This design comes from an exercise in tuning for small area, a short achievable clock period and few clock cycles per item on the open sky130 flow, not from production work.
Where RTL was checked, it was by simulation tests only, not by an equivalence proof against the original.

==> v10 <==
Design line_follow_steering_core, start of the top module:
module line_follow_steering_core (
   input  logic        clock,
   input  logic        reset,
   input  logic        req_valid,
   output logic        req_stall,
   input  logic [22:0] req_word,
   output logic        rsp_valid,
   input  logic        rsp_stall,
   output logic [17:0] rsp_word,
   input  logic        csr_write_en,
   input  logic [2:0]  csr_index,
   input  logic [15:0] csr_data
);
export LEC_CHECK = 0
export CAP_MARGIN = 20
export CORE_MARGIN = 2
export CORE_UTILIZATION = 40
export SLEW_MARGIN = 20
create_clock -name core_clock -period 11.0 [get_ports {clock}]
standard.sh (not shown) runs the stock make flow with config.mk's settings and CLKGATE_MAP_FILE= SYNTH_SCRIPT=/design/flow/synth_recipe.tcl, a recipe that flattens the netlist after the stock synthesis.
==> flow/flow/run.sh <==
#!/bin/bash
set -euo pipefail
MARGIN=$(cat flow/margin.txt)
bash standard.sh SETUP_SLACK_MARGIN="$MARGIN" TNS_END_PERCENT=100 \
  BUFFER_PORTS_ARGS="-buffer_cell sky130_fd_sc_hd__buf_2" finish > flow_make.log 2>&1
==> flow/flow/margin.txt <==
6.5
==> v1: changes against v10 <==
Settings changed: CORE_UTILIZATION 40 to 60, PLACE_DENSITY set to 0.75.
==> v30: changes against v10 <==
--- a/flow/design.v
+++ b/flow/design.v
@@ -1220,122 +1220,14 @@
    assign s571 = c470 ^ s519 ^ c518;
    assign c572 = (c470 & s519) | (c470 & c518) | (s519 & c518);
    assign s573 = pp107 ^ c472 ^ c520;
    assign c574 = (pp107 & c472) | (pp107 & c520) | (c472 & c520);
    assign sum0 = {c574, c572, c570, c568, c566, c564, c562, c560, c558, c556, c554, c552, c550, c548, c546, c544, c542, c540, c538, c536, c534, c532, c530, c528, c526, c524, c522, s521};
    assign sum1 = {pp108, s573, s571, s569, s567, s565, s563, s561, s559, s557, s555, s553, s551, s549, s547, s545, s543, s541, s539, s537, s535, s533, s531, s529, s527, s525, s523, pp109};
 endmodule
-module lfs_add_8 (
-   input  logic [7:0] a,
-   input  logic [7:0] b,
-   input  logic ci,
-   output logic [7:0] s,
-   output logic co
-);
-   logic g1;
-   logic g2;
-   logic g3;
-   logic g4;
-   logic g5;
-   logic g6;
-   logic g7;
-   logic g8;
-   logic p9;
-   logic p10;
-   logic p11;
-   logic p12;
-   logic p13;
-   logic p14;
-   logic p15;
-   logic p16;
-   logic G17;
-   logic G18;
-   logic P19;
-   logic G20;
-   logic P21;
-   logic G22;
-   logic P23;
-   logic G24;
-   logic P25;
-   logic G26;
-   logic P27;
-   logic G28;
-   logic P29;
-   logic G30;
-   logic P31;
-   logic G32;
-   logic P33;
-   logic G34;
-   logic P35;
-   logic G36;
-   logic P37;
-   logic G38;
-   logic P39;
-   logic G40;
-   logic P41;
-   logic s42;
-   logic s43;
-   logic s44;
-   logic s45;
-   logic s46;
-   logic s47;
-   logic s48;
-   logic s49;
-   assign g1 = a[0] & b[0];
-   assign g2 = a[1] & b[1];
-   assign g3 = a[2] & b[2];
-   assign g4 = a[3] & b[3];
-   assign g5 = a[4] & b[4];
-   assign g6 = a[5] & b[5];
-   assign g7 = a[6] & b[6];
-   assign g8 = a[7] & b[7];
-   assign p9 = a[0] ^ b[0];
-   assign p10 = a[1] ^ b[1];
-   assign p11 = a[2] ^ b[2];
-   assign p12 = a[3] ^ b[3];
-   assign p13 = a[4] ^ b[4];
-   assign p14 = a[5] ^ b[5];
-   assign p15 = a[6] ^ b[6];
-   assign p16 = a[7] ^ b[7];
-   assign G17 = g1 | (p9 & ci);
-   assign G18 = g2 | (p10 & G17);
-   assign P19 = p10 & p9;
-   assign G20 = g4 | (p12 & g3);
-   assign P21 = p12 & p11;
-   assign G22 = g6 | (p14 & g5);
-   assign P23 = p14 & p13;
-   assign G24 = g8 | (p16 & g7);
-   assign P25 = p16 & p15;
-   assign G26 = g3 | (p11 & G18);
-   assign P27 = p11 & P19;
-   assign G28 = G20 | (P21 & G18);
-   assign P29 = P21 & P19;
-   assign G30 = g7 | (p15 & G22);
-   assign P31 = p15 & P23;
-   assign G32 = G24 | (P25 & G22);
-   assign P33 = P25 & P23;
-   assign G34 = g5 | (p13 & G28);
-   assign P35 = p13 & P29;
-   assign G36 = G22 | (P23 & G28);
-   assign P37 = P23 & P29;
-   assign G38 = G30 | (P31 & G28);
-   assign P39 = P31 & P29;
-   assign G40 = G32 | (P33 & G28);
-   assign P41 = P33 & P29;
-   assign s42 = p9 ^ ci;
-   assign s43 = p10 ^ G17;
-   assign s44 = p11 ^ G18;
-   assign s45 = p12 ^ G26;
-   assign s46 = p13 ^ G28;
-   assign s47 = p14 ^ G34;
-   assign s48 = p15 ^ G36;
-   assign s49 = p16 ^ G38;
-   assign s = {s49, s48, s47, s46, s45, s44, s43, s42};
-   assign co = G40;
-endmodule
 module lfs_add_10 (
    input  logic [9:0] a,
    input  logic [9:0] b,
    input  logic ci,
    output logic [9:0] s,
    output logic co
 );
@@ -2038,19 +1930,15 @@
             3'd3: smooth <= csr_data[3:0];
             3'd4: gp     <= csr_data;
             3'd5: gd     <= csr_data;
             default: ;
          endcase
       end
    end
-   logic pd;
-   always_ff @(posedge clock) begin
-      if (reset)                               pd <= 1'b0;
-      else if (csr_write_en && csr_index == 3'd0) pd <= (csr_data[1:0] == 2'd2);
-   end
+   wire pd = (mode == 2'd2);
    wire [2:0] bits  = req_word[22:20];
    wire [9:0] lvl_l = req_word[19:10];
    wire [9:0] lvl_r = req_word[9:0];
    logic [9:0] lr_s;
    logic       lr_c;
    lfs_add_10 u_lr (.a(lvl_l), .b(~lvl_r), .ci(1'b1), .s(lr_s), .co(lr_c));
    wire signed [10:0] err0 = {~lr_c, lr_s};
@@ -2130,14 +2018,15 @@
       if (!stall) a_m <= sk_v ? sk_m : m0;
    end
    logic signed [10:0] prev;
    always_ff @(posedge clock) begin
       if (reset)                    prev <= '0;
       else if (!stall && a_v && pd) prev <= a_m;
    end
+   wire [10:0] p1 = prev & {11{pd}};
    logic [16:0] k_s;
    logic        k_c;
    lfs_add_17 u_k (.a({gp[15], gp}), .b({gd[15], gd}), .ci(1'b0), .s(k_s), .co(k_c));
    logic signed [16:0] kg;
    always_ff @(posedge clock) begin
       kg <= pd ? k_s : 17'sd2560;
    end
@@ -2157,47 +2046,42 @@
          ek_neg[j] = x2 & ~(x1 & x0);
       end
       for (int j = 0; j < 8; j++) begin
          logic x2, x1, x0;
          x2 = gx[2*j+2];
          x1 = gx[2*j+1];
          x0 = gx[2*j];
-         eg_one[j] = pd & (x1 ^ x0);
-         eg_two[j] = pd & ((x2 & ~x1 & ~x0) | (~x2 & x1 & x0));
-         eg_neg[j] = pd & ~x2 & (x1 | x0);
+         eg_one[j] = x1 ^ x0;
+         eg_two[j] = (x2 & ~x1 & ~x0) | (~x2 & x1 & x0);
+         eg_neg[j] = ~x2 & (x1 | x0);
       end
       for (int j = 0; j < 8; j++) begin
          nb[j] = ek_neg[j] ^ eg_neg[j];
          nc[j] = ek_neg[j] & eg_neg[j];
       end
       nb[8] = ek_neg[8];
       nc[8] = 1'b0;
    end
    logic [27:0] sum0, sum1;
    lfs_steer_tree u_tree (
       .ek_one (ek_one), .ek_two (ek_two), .ek_neg (ek_neg),
       .eg_one (eg_one), .eg_two (eg_two), .eg_neg (eg_neg),
       .nb     (nb),     .nc     (nc),
-      .m      (a_m),    .p      (prev),
+      .m      (a_m),    .p      (p1),
       .sum0   (sum0),   .sum1   (sum1)
    );
-   logic [7:0] lo_s;
-   logic       lo_c;
-   lfs_add_8 u_lo (.a(sum0[7:0]), .b(sum1[7:0]), .ci(1'b0), .s(lo_s), .co(lo_c));
-   wire [7:0] lo_x = sum0[7:0] ^ sum1[7:0];
-   wire [7:0] lo_k = {sum0[6:0] | sum1[6:0], 1'b0};
-   wire       lo_z = (lo_x == lo_k);
+   wire [8:0] lo = {1'b0, sum0[7:0]} + {1'b0, sum1[7:0]};
    logic [19:0] c_x, c_y;
    logic        c_ci, c_nz;
    always_ff @(posedge clock) begin
       if (!stall) begin
          c_x  <= sum0[27:8];
          c_y  <= sum1[27:8];
-         c_ci <= lo_c;
-         c_nz <= ~lo_z;
+         c_ci <= lo[8];
+         c_nz <= |lo[7:0];
       end
    end
    logic [19:0] tl_s, tl_c, wr_s, wr_c, t, w;
    logic        t_co, w_co;
    always_comb begin
       for (int i = 0; i < 20; i++) begin
          logic bb;
==> flow/run.sh (new file) <==
#!/bin/bash
# synth_recipe.tcl (not shown) runs the flow's synth.tcl, then flattens the netlist and writes it again
# the make line also repeats each setting of config.mk as NAME=value (left out here)
make -C /OpenROAD-flow-scripts/flow DESIGN_CONFIG=/design/flow/config.mk WORK_HOME=/design/flow/orfs CLKGATE_MAP_FILE= SYNTH_SCRIPT=/design/flow/synth_recipe.tcl finish
Settings changed: SETUP_SLACK_MARGIN set to 5.
removed: flow/flow/run.sh
removed: flow/flow/margin.txt
removed: flow/standard.sh
==> v24: changes against v10 <==
==> flow/flow/margin.txt (replaced) <==
7
==> comparison <==
v24 completed without violations. v30 ran to the end with no violations. v10 produced a clean layout. v1 finished clean.
Utilization: v30 < v10 < v24 < v1.
Die area: v10 is higher than v1 (49%).
Between v30 and v24, the lower synthesized area is in v30 (gap about 0.6%, measured against v24).
Via count: v1 is higher than v10 (3.0%).
Between v10 and v1, the lower clock skew is in v1 (gap 0.0026 ns).
First-iteration DRC count, highest first: v1, v24, v10, v30.
Critical path depth: v30 < v24 < v1 < v10.
Testbench counts of v10, summed over its fixed seeds: cycles 19,776, items 19,200.
Testbench counts of v1, summed over its fixed seeds: cycles 19,776, items 19,200.
Testbench counts of v24, summed over its fixed seeds: cycles 19,776, items 19,200.
Function not checked in v30: the RTL went through the layout flow alone.

## re-timing with driven ports
The results above use ideal ports. As a check the final layouts listed here were re-extracted and re-timed, cells and wires unchanged. Step 1 (the two cells are an assumption about what drives the block):
set clk [get_ports {clock}]
set_driving_cell -lib_cell sky130_fd_sc_hd__clkbuf_16 $clk
set_driving_cell -lib_cell sky130_fd_sc_hd__buf_2 [delete_from_list [all_inputs] $clk]
Step 2 adds t to the input delays and takes it off the output delays; t is the mean of the earliest and latest rising clock arrival at the registers after step 1. Input paths then give back, and output paths get back, about the clock's delay inside the block. a / b / c = ideal / step 1 / step 2; a / b = the first two.
run | t, ns | setup slack, ns | worst hold slack (ns) | worst setup path after step 2 | worst register clock-pin slew, ns
v10 | 0.534 | 6.442 / 6.442 / 6.231 | 0.463 / 0.463 / 0.463 | input to register | 0.07 / 0.07
v1 | 0.527 | 6.412 / 6.412 / 6.253 | 0.462 / 0.462 / 0.462 | input to register | 0.08 / 0.08
v30 | 0.546 | 5.715 / 5.715 / 5.540 | 0.458 / 0.458 / 0.458 | input to register | 0.07 / 0.07
v24 | 0.534 | 6.441 / 6.441 / 6.399 | 0.464 / 0.464 / 0.464 | input to register | 0.08 / 0.08
After both steps setup and hold are still met in every run listed. The setup slack of v10, which loses most, moves by 0.000 ns with the drivers and by -0.211 ns with both steps.
